Source: an optimization exercise on an open RTL-to-GDS flow (aim: small area, a short achievable clock period and few clock cycles). Production flows keep margins and buffers that such runs may drop. RTL that was checked went through simulation tests only; none was proved equivalent to the original. For run 1, only the layout was checked, not whether the RTL still works. Power and IR drop assume default switching activity.

==> flow/design.v, too long to show whole: its modules and the start of the top module <==
// module alpha_calc_param: 1178 lines
// module acp_fa: 10 lines
// module acp_ha: 9 lines
module alpha_calc_param #(
  parameter int DATA_WIDTH   = 16,
  parameter int MAX_SIZE_LOG = 8,
  parameter int ALPHA_WIDTH  = 10,
  parameter int ALPHA_FRAC   = 9
) (
  input  logic                   clk,
  input  logic                   rst,
  input  logic                   x_valid,
  output logic                   x_ready,
  input  logic [DATA_WIDTH-1:0]  x_data,
  input  logic                   xhat_valid,
  output logic                   xhat_ready,
  input  logic [DATA_WIDTH-1:0]  xhat_data,
  input  logic                   xhat_last_s,
  input  logic                   xmean_valid,
  output logic                   xmean_ready,
  input  logic [DATA_WIDTH-1:0]  xmean_data,
  input  logic                   xhatmean_valid,
  output logic                   xhatmean_ready,
  input  logic [DATA_WIDTH-1:0]  xhatmean_data,
  output logic                   alpha_valid,
  input  logic                   alpha_ready,
  output logic [ALPHA_WIDTH-1:0] alpha_data
);
  // ...
==> flow/flow/run.sh <==
#!/bin/bash
set -euo pipefail
bash standard.sh synth > synth.log 2>&1
bash standard.sh SETUP_SLACK_MARGIN=8.5 "BUFFER_PORTS_ARGS=-buffer_cell sky130_fd_sc_hd__buf_2" finish > layout.log 2>&1
==> flow/standard.sh <==
#!/bin/bash
# synth_recipe.tcl (not shown) runs the flow's synth.tcl, then flattens the netlist and writes it again
# the make line also repeats each setting of config.mk as NAME=value (left out here)
make -C /OpenROAD-flow-scripts/flow DESIGN_CONFIG=/design/flow/config.mk WORK_HOME=/design/flow/orfs CLKGATE_MAP_FILE= SYNTH_SCRIPT=/design/flow/synth_recipe.tcl "${@:-finish}"
==> flow/config.mk <==
export PLATFORM = sky130hd
export DESIGN_NAME = alpha_calc_param
export DESIGN_NICKNAME = alpha_calc_param
export VERILOG_FILES = /design/flow/design.v
export SDC_FILE = /design/flow/constraint.sdc
export NUM_CORES = 4
export LEC_CHECK = 0
export CAP_MARGIN = 20
export CORE_MARGIN = 2
export CORE_UTILIZATION = 40
export SETUP_SLACK_MARGIN = 5
export SLEW_MARGIN = 20
export SYNTH_HIERARCHICAL = 1
export SYNTH_MINIMUM_KEEP_SIZE = 0
==> flow/constraint.sdc <==
create_clock -name core_clock -period 12.0 [get_ports {clk}]
set_input_delay 2.4000 -clock core_clock [delete_from_list [all_inputs] [get_ports {clk}]]
set_output_delay 2.4000 -clock core_clock [all_outputs]
set_load 0.01 [all_outputs]
==> metrics list, run 1 <==
- For the finished layout, the period the worst path requires is 3.82 ns.
* Path type of the worst min-delay path: flip-flop to flip-flop
* Simple-Gate Fraction of Synth Area: 14.0%
- 2715 cells are multi-input combinational gates.
- Routed metal-1 wire length: 41100 um
- Sequential group share of total power: 26.2%
- STA puts the critical path data required time at 12.52 ns.
- Overall track demand over capacity in global routing: 21.9%
- The clock network burns 18.3% of the power.
- Wire segments on met3 add up to 8160 um in the final route.
- The run finished with no timing, DRC or antenna violations.
- The number of gates resized after CTS was 170.
- Final Hold Vio Count: 0
* Async set-or-reset flop fraction in the synthesized netlist: 3.30%
* Area used by sequential logic in the layout: 8850 sq um
* Signed area change from the synthesized netlist to the final layout: 18.1%
* Worst Path Buf+Inv: 2
- Synth Instances: 3559
* Post-CTS Repair Setup Buffers: 47
* Seq Cell Count: 394
- After synthesis, the most frequently instantiated cells are sky130_fd_sc_hd__nor2_1 (421), sky130_fd_sc_hd__a21oi_1 (397), sky130_fd_sc_hd__dfxtp_1 (296), sky130_fd_sc_hd__fa_1 (269), sky130_fd_sc_hd__nand2_1 (269).
- The layer flagged by global routing as most heavily used is met1.
* Detailed-route vias per instance: 5.69
* Critical Path Sink: dh_q[14]$_SDFF_PN0_
- Power comes to 0.00822 W.
- Yosys warnings: 7
- Dividing the detail-routed wire length by the instance count gives 19.4 um.
* Biggest Area Class: multi-input gates
* Netlist area before placement: 30900 sq um
- The worst hold path passes through 0 cells.
- Clock-pin slew was measured on the worst setup and hold paths at 0.06 ns.
- At the pin with the least slew margin, the transition time is 1.00 ns.
* Critical Path Start: xhat_data[0]
* Final worst setup slack: 8.18 ns
* Largest stage delay on the critical path: 0.37 ns
- Share of cell area taken by multi-input logic gates: 58.6%
==> inputs of run 2 (changes only) <==
--- a/flow/design.v
+++ b/flow/design.v
@@ -1135,23 +1135,21 @@
     if (mean_hs) begin
       xmean_q    <= xmean_data;
       xhatmean_q <= xhatmean_data;
     end
     if (mean_hs)
       cnt_q <= '0;
     else if (pair_hs)
       cnt_q <= cnt_q + 1'b1;
-    if (pair_hs) begin
-      dx_q <= $signed({1'b0, x_data}) - $signed({1'b0, xmean_q});
+    dx_q <= $signed({1'b0, x_data}) - $signed({1'b0, xmean_q});
+    if (pair_hs)
       dh_q <= $signed({1'b0, xhat_data}) - $signed({1'b0, xhatmean_q});
-    end else begin
-      dx_q <= '0;
+    else
       dh_q <= '0;
-    end
     npa_q  <= np_a[33:0];
     npb_q  <= np_b[33:0];
     nph_q0 <= np_a[34];
     nph_q1 <= np_b[34];
     dpa_q  <= dp_a;
     dpb_q  <= dp_b;
     num_q <= clr ? '0 : num_ta + num_tb;
     den_q <= clr ? '0 : den_ta + den_tb;
==> flow/flow/run.sh (replaced) <==
#!/bin/bash
set -euo pipefail
bash standard.sh synth > synth.log 2>&1
bash standard.sh SETUP_SLACK_MARGIN=8.2 "BUFFER_PORTS_ARGS=-buffer_cell sky130_fd_sc_hd__buf_2" finish > layout.log 2>&1
==> run 2 against run 1 <==
Against the previous run:
- still clean on timing, DRC and antenna
- critical path depth rose by 1
- non-clock buffer count is 90 lower
- fmax grew 0.21%
- clock power down 3%
- largest power group unchanged
==> metrics list, run 2 <==
- Most frequent cells after synthesis: sky130_fd_sc_hd__nor2_1 (431), sky130_fd_sc_hd__a21oi_1 (414), sky130_fd_sc_hd__dfxtp_1 (296), sky130_fd_sc_hd__fa_1 (269), sky130_fd_sc_hd__clkbuf_1 (242) (was sky130_fd_sc_hd__nor2_1 (421), sky130_fd_sc_hd__a21oi_1 (397), sky130_fd_sc_hd__dfxtp_1 (296), sky130_fd_sc_hd__fa_1 (269), sky130_fd_sc_hd__nand2_1 (269))
- The critical register-to-register path endpoint is npb_q[15]$_DFF_P_ (was npb_q[18]$_DFF_P_).
- The cell count after synthesis came to 3524 (was 3559).
* Count of hold buffers inserted by post-cts repair: 0 (unchanged)
- The reg-to-reg startpoint is dh_q[10]$_SDFF_PN0_ (unchanged).
- Critical Path Sink Type: flip-flop (unchanged)
- The y dimension of the die was 282 um (about the same).
- The critical setup path kind was input pin to flip-flop (unchanged).
* Final instance count without filler cells: 4536 (was 4672)
* Via Count: 25.6k (was 26.6k)
- The cell with the largest stage delay on the worst path was sky130_fd_sc_hd__fa_2 (unchanged).
* Measured slew at the worst slew-check pin: 0.945 ns (was 1.00 ns)
- Status: no timing/DRC/antenna violations (unchanged).
* Number of optimization iterations in the first detailed-route pass: 6 (unchanged)
- The post-synthesis share of cell area spent on full adders, half adders and majority gates is 26.7% (was 26.8%).
* Most repeated cell in the gate-level netlist after synthesis: sky130_fd_sc_hd__nor2_1 (unchanged)
* Number of pins exceeding their max-slew limit in the final report: 0 (unchanged)
- The die outline width is 282 um (about the same).
- The highest attainable clock frequency is 0.262 GHz (about the same).
* Die footprint: 79500 sq um (was 79400 sq um)
* Netlist area before placement: 30900 sq um (about the same)
* Final-layout setup total negative slack: 0 ns (unchanged)
- The final number of hold-violating endpoints came to 0 (unchanged).
- Synth cell types: 86 (was 73)
- Avg Inst Size Synth: 8.76 sq um (was 8.67 sq um)
- Worst voltage drop across the vdd grid: 0.000128 V (was 0.000136 V)
- The fraction of synthesized cell area in xor and xnor cells was 4.57% (was 3.89%).
- The final critical delay including setup and external delays is 3.81 ns (was 3.82 ns).
- The I/O pin count is 87 (unchanged).
- CTS sink count: 394 (unchanged)
* Simple-Gate Fraction of Synth Area: 12.7% (was 14.0%)
* Final core utilization: 45.7% (was 47.8%)
- Unrepaired setup endpoints after global routing: true (unchanged).
- Area share of the largest cell type after synthesis: 19.2% (about the same)
- Crit-path cells: buf_8 > inv_12 > ha_4 > fa_2 > nor2b_4 > o21ai_2 > a21boi_2 > o21ai_1 > nand2b_1 > and2_4 > o41ai_4 > o21ai_2 > xnor2_1 > nor2_1 (was buf_8 > inv_12 > ha_4 > fa_2 > nor2b_4 > o21ai_2 > a21boi_2 > o21ai_2 > a21boi_2 > o21ai_2 > a211o_1 > a21o_1 > a21oi_1)
- The TritonCTS clock tree was built (unchanged).
- Post-placement cell count: 4414 (was 4455)
- Reg clk slew, reported paths: 0.06 ns (about the same)
- The critical path startpoint category is an input pin (unchanged).
- Yosys warnings: 7 (unchanged)
- The setup slack of the most critical reg-to-reg path came to 8.21 ns (was 8.35 ns).
* Number of setup violations in the final report: 0 (unchanged)
- Largest registers ranked by flip-flop count: num_q x41, r_q x41 (unchanged)
* H-Tree Depth: 2 (unchanged)
* First-pass GRT wire length: 135000 um (was 138000 um)
* Path type of the worst min-delay path: flip-flop to flip-flop (unchanged)
- The final weighted congestion in routability-driven placement was 0.923 (was 0.898).
- Wire length per cell: 19.1 um (was 19.4 um)
- The starting utilization of the core area is 40.5% (about the same).
- The count of max-cap constraint violations came to 0 (unchanged).
- Number of port buffers: 86 (unchanged)
- The synthesis-stage register bit count came to 394 (unchanged).
- Number of fill cells: 7374 (was 7183)
* FP Rows: 101 (unchanged)
* WHS Path Cells: 0 (unchanged)
- The required arrival time at the worst endpoint came to 12.49 ns (was 12.52 ns).
- The complex-gate fraction of the synthesized area was 21.5% (was 20.7%).
- The most common library cell in the layout ignoring fill and taps was sky130_fd_sc_hd__nor2_1 (unchanged).
- Final cycle utilization of the critical path: 31.8% (about the same)
* Initial antenna violation count: 0 (unchanged)
- WL final: 86800 um (was 90600 um)
- Congestion Overflow GR: 0 (unchanged)
- The global router's overall resource usage is 21.5% (was 21.9%).
- The buffer depth of the longest clock path is 3 (unchanged).
- The share of post-route cells with drive strength above 1 was 11.4% (was 15.2%).
- Residual DRC: 0 (unchanged)
* Remaining antenna violation count: 0 (unchanged)
* Placeable core region: 76200 sq um (unchanged)
- The largest incremental delay on the critical path is 0.41 ns (was 0.37 ns).
- Main combinational cell family by area after synthesis: adder cells (unchanged)
- The number of global-route vias before repair was 24.1k (was 24.4k).
- Max Fanout on Critical Path: 2 (was 3)
* Final Net Count: 4036 (was 4172)
- Largest net degree at the start of global routing: 87 (was 85)
- The number of buffers created by CTS was 47 (unchanged).
- Signed area change from the synthesized netlist to the final layout: 12.7% (was 18.1%)
- The number of design-rule violations left by the first detailed-router iteration came to 2283 (was 2736).
* Power density cells: 238 nW/um^2 (was 225 nW/um^2)
- The number of synthesized flops with an enable pin came to 85 (unchanged).
- Leading cell types in the layout, fill and taps excluded: sky130_fd_sc_hd__nor2_1 (430), sky130_fd_sc_hd__a21oi_1 (405), sky130_fd_sc_hd__dfxtp_1 (282) (was sky130_fd_sc_hd__nor2_1 (415), sky130_fd_sc_hd__a21oi_1 (380), sky130_fd_sc_hd__dfxtp_1 (273))
- The depth of the most critical reg-to-reg path came to 10 (unchanged).
- Worst skew pair latency: 0.60 ns (was 0.62 ns)
* Library cell used as clock root buffer: sky130_fd_sc_hd__clkbuf_16 (unchanged)
* Top cells by area, synth: sky130_fd_sc_hd__dfxtp_1 (19%), sky130_fd_sc_hd__fa_1 (17%), sky130_fd_sc_hd__ha_1 (9.2%) (unchanged)
- The most numerous cell on the critical path was sky130_fd_sc_hd__o21ai_2 (unchanged).
- Diodes inserted: 0 (unchanged)
* Final Skew: 0.0230 ns (was 0.0303 ns)
- Seq/Total Area, Yosys: 28.5% (about the same)
- Origin of the worst min-delay path: last_q$_DFF_PP0_ (was last1_q$_DFF_PP0_)
* Share of synthesized area spent on multiplexers: 0.328% (was 0.454%)
* Hold-critical path endpoint: last1_q$_DFF_PP0_ (was fin_q$_DFF_PP0_)
- The predominant post-synthesis flop cell is sky130_fd_sc_hd__dfxtp_1 (unchanged).
* Detailed placer's ending HPWL: 61100 um (was 61000 um)
- Endpoint arrival time on the critical path: 4.30 ns (was 4.34 ns)
- The share of async-settable or async-resettable flops after synthesis came to 3.30% (unchanged).
- The leakage dissipation came to 15.1 nW (was 15.5 nW).
* Slew margin rel.: 37.0% (was 33.2%)
- Top cell type by total area after synthesis: sky130_fd_sc_hd__dfxtp_1 (unchanged)
- Detailed-route vias per instance: 5.65 (was 5.69)
-- run 2: cell count changes after synthesis, sizes merged, moves of 14 or more --
cell	before	now
nand2	269	215
inv	178	164
a21o	54	89
xnor2	78	97
nor3	68	54
clkbuf	220	242
a31oi	60	42
a21oi	397	414
or3	24	7
-- run 2: worst max path at each step --
stage | startpoint | end | slack, ns | cells past startpoint
2_1_floorplan | x_data[0] | dx_q[16]$_DFF_P_ | 7.84 | 13
3_3_place_gp | dh_q[3]$_SDFF_PN0_ | dpb_q[20]$_DFF_P_ | 6.97 | 8
3_5_place_dp | dh_q[3]$_SDFF_PN0_ | dpb_q[15]$_DFF_P_ | 6.89 | 8
4_1_cts | dh_q[16]$_SDFF_PN0_ | dpb_q[17]$_DFF_P_ | 8.21 | 8
5_1_grt | xhat_data[0] | dh_q[14]$_SDFF_PN0_ | 8.10 | 14
6_report | xhat_data[0] | dh_q[14]$_SDFF_PN0_ | 8.19 | 14
-- run 2: layout make-up --
| type | count | area, sq um | area share, % |
|---|---|---|---|
| flip-flops and latches | 394 | 8830 | 25.4 |
| well taps | 1030 | 1290 | 3.70 |
| multi-input cells | 2685 | 21000 | 60.4 |
| clock buffers | 66 | 1350 | 3.88 |
| repair buffers | 168 | 1350 | 3.88 |
| inverters | 172 | 716 | 2.06 |
| clock inverters | 21 | 239 | 0.687 |
-- run 2: repair_timing --
action / 4_1_cts / 5_1_grt
endpoints found under the setup margin: 93 / 100
gates resized for setup: 73 / 103
pin swaps: 5 / 36
setup buffers: 5 / 26
gates cloned: 0 / 4
-- run 2: critical path: cells and delay by family --
kind,cells,cell delay [ns]
AO/OA/AOI/OAI,5,0.54
buffers and inverters,2,0.12
AND/OR/NAND/NOR,4,0.53
XOR/XNOR,1,0.13
adder cells (fa/ha/maj),2,0.57
-- run 2: layer usage --
metal  part of all wire, %  wire [um]  up-vias  GRT usage (%)
li1                      -          -    12200              -
met1                    47      40400    12400           31.4
met2                    43      37600      875           32.9
met3                   7.4       6440      148           3.17
met4                   2.6       2290        0           6.27
met5                     0          0        -              0
-- run 2: kinds of logic after synthesis --
family / Yosys count
buf+inv: 454
xor+xnor: 161
fa+ha+maj: 499
flops: 394
simple gates: 904
mux: 10
other cells: 2
compound gates: 1100
-- run 2: stage by stage --
stage	cell area (sq um)	hold slack [ns]	setup slack [ns]	total power (W)
6_report	34800	0.353	8.19	0.00828
5_1_grt	34800	0.365	8.10	0.00896
4_1_cts	34100	0.356	8.21	0.00816
3_5_place_dp	32100	0.340	6.89	0.00662
3_3_place_gp	32100	0.334	6.97	0.00658
2_1_floorplan	31200	0.331	7.84	0.00551
-- run 2: report_power, final --
part	total (W)	internal (W)	switching (W)
registers	0.00213	0.00180	0.000324
clock network	0.00146	0.000859	0.000599
logic	0.00469	0.00191	0.00278
total	0.00828	0.00457	0.00371
-- run 2: modules after synthesis, one instance, submodules excluded --
module / cells inside / copies in the design
acp_fa: 1 / 264
acp_ha: 1 / 56
alpha_calc_param: 3204 / 1
Testbench counts of run 2, summed over its fixed seeds: cycles 24,535.
==> inputs of run 3 (changes only) <==
==> flow/flow/run.sh (replaced) <==
#!/bin/bash
set -euo pipefail
bash standard.sh synth > synth.log 2>&1
bash standard.sh SETUP_SLACK_MARGIN=8.2 \
  "BUFFER_PORTS_ARGS=-buffer_cell sky130_fd_sc_hd__buf_2" \
  "CTS_ARGS=-sink_clustering_enable -repair_clock_nets -dont_use_dummy_load" \
  finish > layout.log 2>&1
==> run 3 against run 2 <==
Against the previous run:
- count of clock-buffer cells in the layout down 19
- first-iteration DRC count is 0.70% lower
- clock skew grew 0.038 ns
- cell area fell by 1.0%
- sequential power is essentially flat
- final cell count fell by 0.84%
- die area stayed put
- critical path depth is the same
- flip-flop and latch count stayed put
- global-route usage is essentially flat
- critical path type unchanged
- combinational power about the same
==> metrics list, run 3 <==
- Critical Path Sink Type: flip-flop (unchanged)
- Library cell used as clock root buffer: sky130_fd_sc_hd__clkbuf_16 (unchanged)
- The instance count along the most critical hold path was 0 (unchanged).
- The maximum vdd drop came to 0.000123 V (was 0.000128 V).
* Residual DRC: 0 (unchanged)
* Global routing met1 resource utilization: 31.3% (was 31.4%)
* Clk buf depth: 3 (unchanged)
* Async set-or-reset flop fraction in the synthesized netlist: 3.30% (unchanged)
- The predominant post-synthesis flop cell was sky130_fd_sc_hd__dfxtp_1 (unchanged).
- The highest attainable clock frequency came to 0.260 GHz (was 0.262 GHz).
- Overall track demand over capacity in global routing: 21.5% (about the same)
* Number of pins exceeding their max-slew limit in the final report: 0 (unchanged)
* Global placer's final weighted congestion: 0.923 (unchanged)
* Diodes inserted: 0 (unchanged)
- Number of port buffers: 86 (unchanged)
* Area share of the largest cell type after synthesis: 19.2% (unchanged)
- The most used standard cell by instance count after synthesis is sky130_fd_sc_hd__nor2_1 (unchanged).
- The measured slew at the worst slew-check pin was 0.974 ns (was 0.945 ns).
- Initial cell density of the core: 40.5% (unchanged)
* Req. time, crit path: 12.46 ns (was 12.49 ns)
- The number of synthesized flops with an enable pin came to 85 (unchanged).
- Number of CTS-inserted buffers: 47 (unchanged)
- The insertion delay of the later-clocked pin in the worst-skew pair was 0.60 ns (about the same).
- GRT busiest layer: met2 (unchanged)
* Commonest non-fill, non-tap cell in the layout: sky130_fd_sc_hd__nor2_1 (unchanged)
* Via Count: 25.6k (about the same)
* Power density cells: 233 nW/um^2 (was 238 nW/um^2)
* Unrepaired setup endpoints after global routing: true (unchanged)
- Die span in x: 282 um (unchanged)
* Congestion Overflow GR: 0 (unchanged)
- The share of post-route cells with drive strength above 1 is 10.6% (was 11.4%).
- The wire length of the first global-routing pass was 135000 um (about the same).
- Top cell type by total area after synthesis: sky130_fd_sc_hd__dfxtp_1 (unchanged)
* Top cells by area, synth: sky130_fd_sc_hd__dfxtp_1 (19%), sky130_fd_sc_hd__fa_1 (17%), sky130_fd_sc_hd__ha_1 (9.2%) (unchanged)
- Netlist area before placement: 30900 sq um (unchanged)
- Status: no timing/DRC/antenna violations (unchanged).
- The critical setup path kind is input pin to flip-flop (unchanged).
* Max Fanout on Critical Path: 2 (unchanged)
* Final Skew: 0.0605 ns (was 0.0230 ns)
* Most frequent cells after synthesis: sky130_fd_sc_hd__nor2_1 (431), sky130_fd_sc_hd__a21oi_1 (414), sky130_fd_sc_hd__dfxtp_1 (296), sky130_fd_sc_hd__fa_1 (269), sky130_fd_sc_hd__clkbuf_1 (242) (unchanged)
- Final cycle utilization of the critical path: 32.0% (was 31.8%)
* Largest net degree at the start of global routing: 81 (was 87)
- The half-perimeter wire length after placement is 61100 um (unchanged).
- The I/O pin count is 87 (unchanged).
* Synth cell types: 86 (unchanged)
* Reported leakage power: 15.0 nW (was 15.1 nW)
* Path type of the worst min-delay path: flip-flop to flip-flop (unchanged)
* Signed area change from the synthesized netlist to the final layout: 11.5% (was 12.7%)
* Final Net Count: 4038 (was 4036)
- Number of optimization iterations in the first detailed-route pass: 6 (unchanged)
* Wire length per cell: 19.3 um (was 19.1 um)
- Detailed-route vias per instance: 5.69 (was 5.65)
- Final Hold Vio Count: 0 (unchanged)
- Placeable core region: 76200 sq um (unchanged)
- FP Rows: 101 (unchanged)
- Seq/Total Area, Yosys: 28.5% (unchanged)
- Slew margin rel.: 35.1% (was 37.0%)
- The post-route core utilization is 45.2% (was 45.7%).
* Leading cell types in the layout, fill and taps excluded: sky130_fd_sc_hd__nor2_1 (429), sky130_fd_sc_hd__a21oi_1 (405), sky130_fd_sc_hd__dfxtp_1 (282) (was sky130_fd_sc_hd__nor2_1 (430), sky130_fd_sc_hd__a21oi_1 (405), sky130_fd_sc_hd__dfxtp_1 (282))
- Total chip power: 0.00803 W (was 0.00828 W)
- GR met2 Demand/Resource: 33.1% (was 32.9%)
- Critical Path Start Type: input pin (unchanged)
* Reg2Reg Depth: 9 (was 10)
- The count of max-cap constraint violations was 0 (unchanged).
- The y dimension of the die came to 282 um (unchanged).
* Met3 routing resource usage after global routing: 3.20% (was 3.17%)
- Number of setup violations in the final report: 0 (unchanged)
- The cell count after synthesis came to 3524 (unchanged).
- Remaining antenna violation count: 0 (unchanged)
- Initial antenna violation count: 0 (unchanged)
* Clock tree from TritonCTS: built (unchanged)
- FF+latch count, synth: 394 (unchanged)
- The number of design-rule violations left by the first detailed-router iteration came to 2267 (was 2283).
- Largest registers ranked by flip-flop count: num_q x41, r_q x41 (unchanged)
- The arrival time at the worst endpoint was 4.30 ns (about the same).
* Final-layout setup total negative slack: 0 ns (unchanged)
* Via count of the first global-routing pass: 24.1k (about the same)
- The die area came to 79500 sq um (unchanged).
- Avg Inst Size Synth: 8.76 sq um (unchanged)
- H-Tree Depth: 2 (unchanged)
- CTS sink count: 394 (unchanged)
- Yosys warnings: 7 (unchanged)
- The final critical delay including setup and external delays was 3.84 ns (was 3.81 ns).
- The register clock-pin slew on the reported worst setup and hold paths is 0.05 ns (was 0.06 ns).
- WL final: 86700 um (was 86800 um)
==> run 3: changes by cell type in the layout (fill, tap and decap cells not counted), moves of 4 or more <==
| cell | delta |
|---|---|
| sky130_fd_sc_hd__a31oi_1 | +4 |
| sky130_fd_sc_hd__clkinv_2 | -6 |
| sky130_fd_sc_hd__a31oi_2 | -4 |
| sky130_fd_sc_hd__clkbuf_1 | -12 |
| sky130_fd_sc_hd__clkbuf_8 | -4 |
| sky130_fd_sc_hd__clkinvlp_4 | -5 |
==> run 3: cell type report <==
cell class | count | area [sq um]
inverters | 172 | 707
fillers | 7394 | 41800
well taps | 1030 | 1290
repair buffers | 170 | 1400
flip-flops and latches | 394 | 8830
multi-input cells | 2685 | 21000
clock buffers | 47 | 1180
==> run 3: critical path, cell delays in order <==
cell and delay, ns:
sky130_fd_sc_hd__buf_8 0.09, sky130_fd_sc_hd__inv_12 0.03, sky130_fd_sc_hd__ha_4 0.16, sky130_fd_sc_hd__fa_2 0.41
sky130_fd_sc_hd__nor2b_4 0.14, sky130_fd_sc_hd__o21ai_2 0.07, sky130_fd_sc_hd__a21boi_2 0.16, sky130_fd_sc_hd__o21ai_1 0.09
sky130_fd_sc_hd__nand2b_1 0.14, sky130_fd_sc_hd__buf_4 0.14, sky130_fd_sc_hd__a21o_1 0.12, sky130_fd_sc_hd__a21oi_2 0.06
sky130_fd_sc_hd__xor2_1 0.14, sky130_fd_sc_hd__nor2_1 0.14
==> run 3: kinds of logic (layout without fill, tap and decap cells) <==
group | after synthesis | count (layout) | share of synthesized area [%]
DFF | 394 | 394 | 28.5
and+or+nand+nor | 904 | 904 | 12.7
adders and majority gates | 499 | 499 | 26.7
AOI/OAI and AO/OA | 1100 | 1100 | 21.5
other | 2 | 11 | 0.0243
muxes | 10 | 10 | 0.328
xor gates and xnor gates | 161 | 161 | 4.57
buffers and inverters | 454 | 389 | 5.66
==> run 3: modules after synthesis (local to each module, per instance) <==
module	cell area, sq um	times used	cells
acp_fa	20.0	264	1
alpha_calc_param	24900	1	3204
acp_ha	12.5	56	1
==> run 3: per-stage QoR <==
stage               std cells  hold slack, ns  area (sq um)  worst slack [ns]
floorplan                3533           0.331         31200              7.84
global placement         4414           0.334         32100              6.97
detailed placement       4414           0.340         32100              6.89
CTS                      4468           0.355         33700              8.17
global route             4498           0.365         34400              8.07
finish                   4498           0.353         34400              8.16
==> run 3: worst paths after layout <==
path                                  startpoint            endpoint  slack (ns)
worst max register to register   dx_q[4]$_DFF_P_   npb_q[15]$_DFF_P_        8.27
worst min register to register  last_q$_DFF_PP0_   last1_q$_DFF_PP0_        0.35
min in group asynchronous                    rst    aval_q$_DFF_PP0_        1.81
worst max-delay path                xhat_data[0]  dh_q[8]$_SDFF_PN0_        8.16
max in group asynchronous                    rst    init_q$_DFF_PP1_        9.84
worst min-delay path            last_q$_DFF_PP0_   last1_q$_DFF_PP0_        0.35
==> run 3: power by group <==
part / leakage [nW] / internal [W] / switching [W]
Combinational: 11.0 / 0.00191 / 0.00279
Clock: 0.579 / 0.000682 / 0.000521
Sequential: 3.40 / 0.00181 / 0.000319
==> run 3: repair_timing <==
action / in CTS / in global routing
resized for setup: 77 / 96
gates cloned: 1 / 4
pin swaps: 6 / 37
buffers inserted: 6 / 26
hold endpoints to repair: 0 / 0
hold buffers: 0 / 0
setup endpoints to repair: 94 / 104
==> run 3: metal layers <==
layer / vias up / part of all wire, % / wire length [um]
met5: - / 0 / 0
met4: 0 / 2.4 / 2090
met3: 142 / 7.4 / 6420
met2: 934 / 44 / 37900
met1: 12300 / 46 / 40300
li1: 12200 / - / -

[afterwards: timing with drivers on the ports]
Ports are ideal in the flow. The routed layouts listed here were re-timed in OpenROAD. Step 1: set_driving_cell puts a clkbuf_16 on clk and a buf_2 on each other input, an assumption about the parent block. Step 2 moves the port delays by t, midway between the first and last clock arrival at a register: inputs arrive t later, outputs are due t later. That takes back most of the time a late clock gives input paths. Slacks: ideal ports / drivers / drivers and shift; pairs: ideal ports / drivers.
run | t, ns | setup slack, ns | worst setup path after step 2 | slew at the worst register clock pin (ns) | pins driven straight from the clock port
run 1 | 0.664 | 8.179 / 8.194 / 7.530 | input to register | 0.06 / 0.06 | 1
run 2 | 0.654 | 8.187 / 8.200 / 7.546 | input to register | 0.06 / 0.06 | 1
run 3 | 0.632 | 8.155 / 8.168 / 7.536 | input to register | 0.06 / 0.06 | 1
After both steps setup and hold are still met in every run listed. For run 1, which loses most, drivers alone change the setup slack by +0.015 ns; drivers and shift together by -0.649 ns.
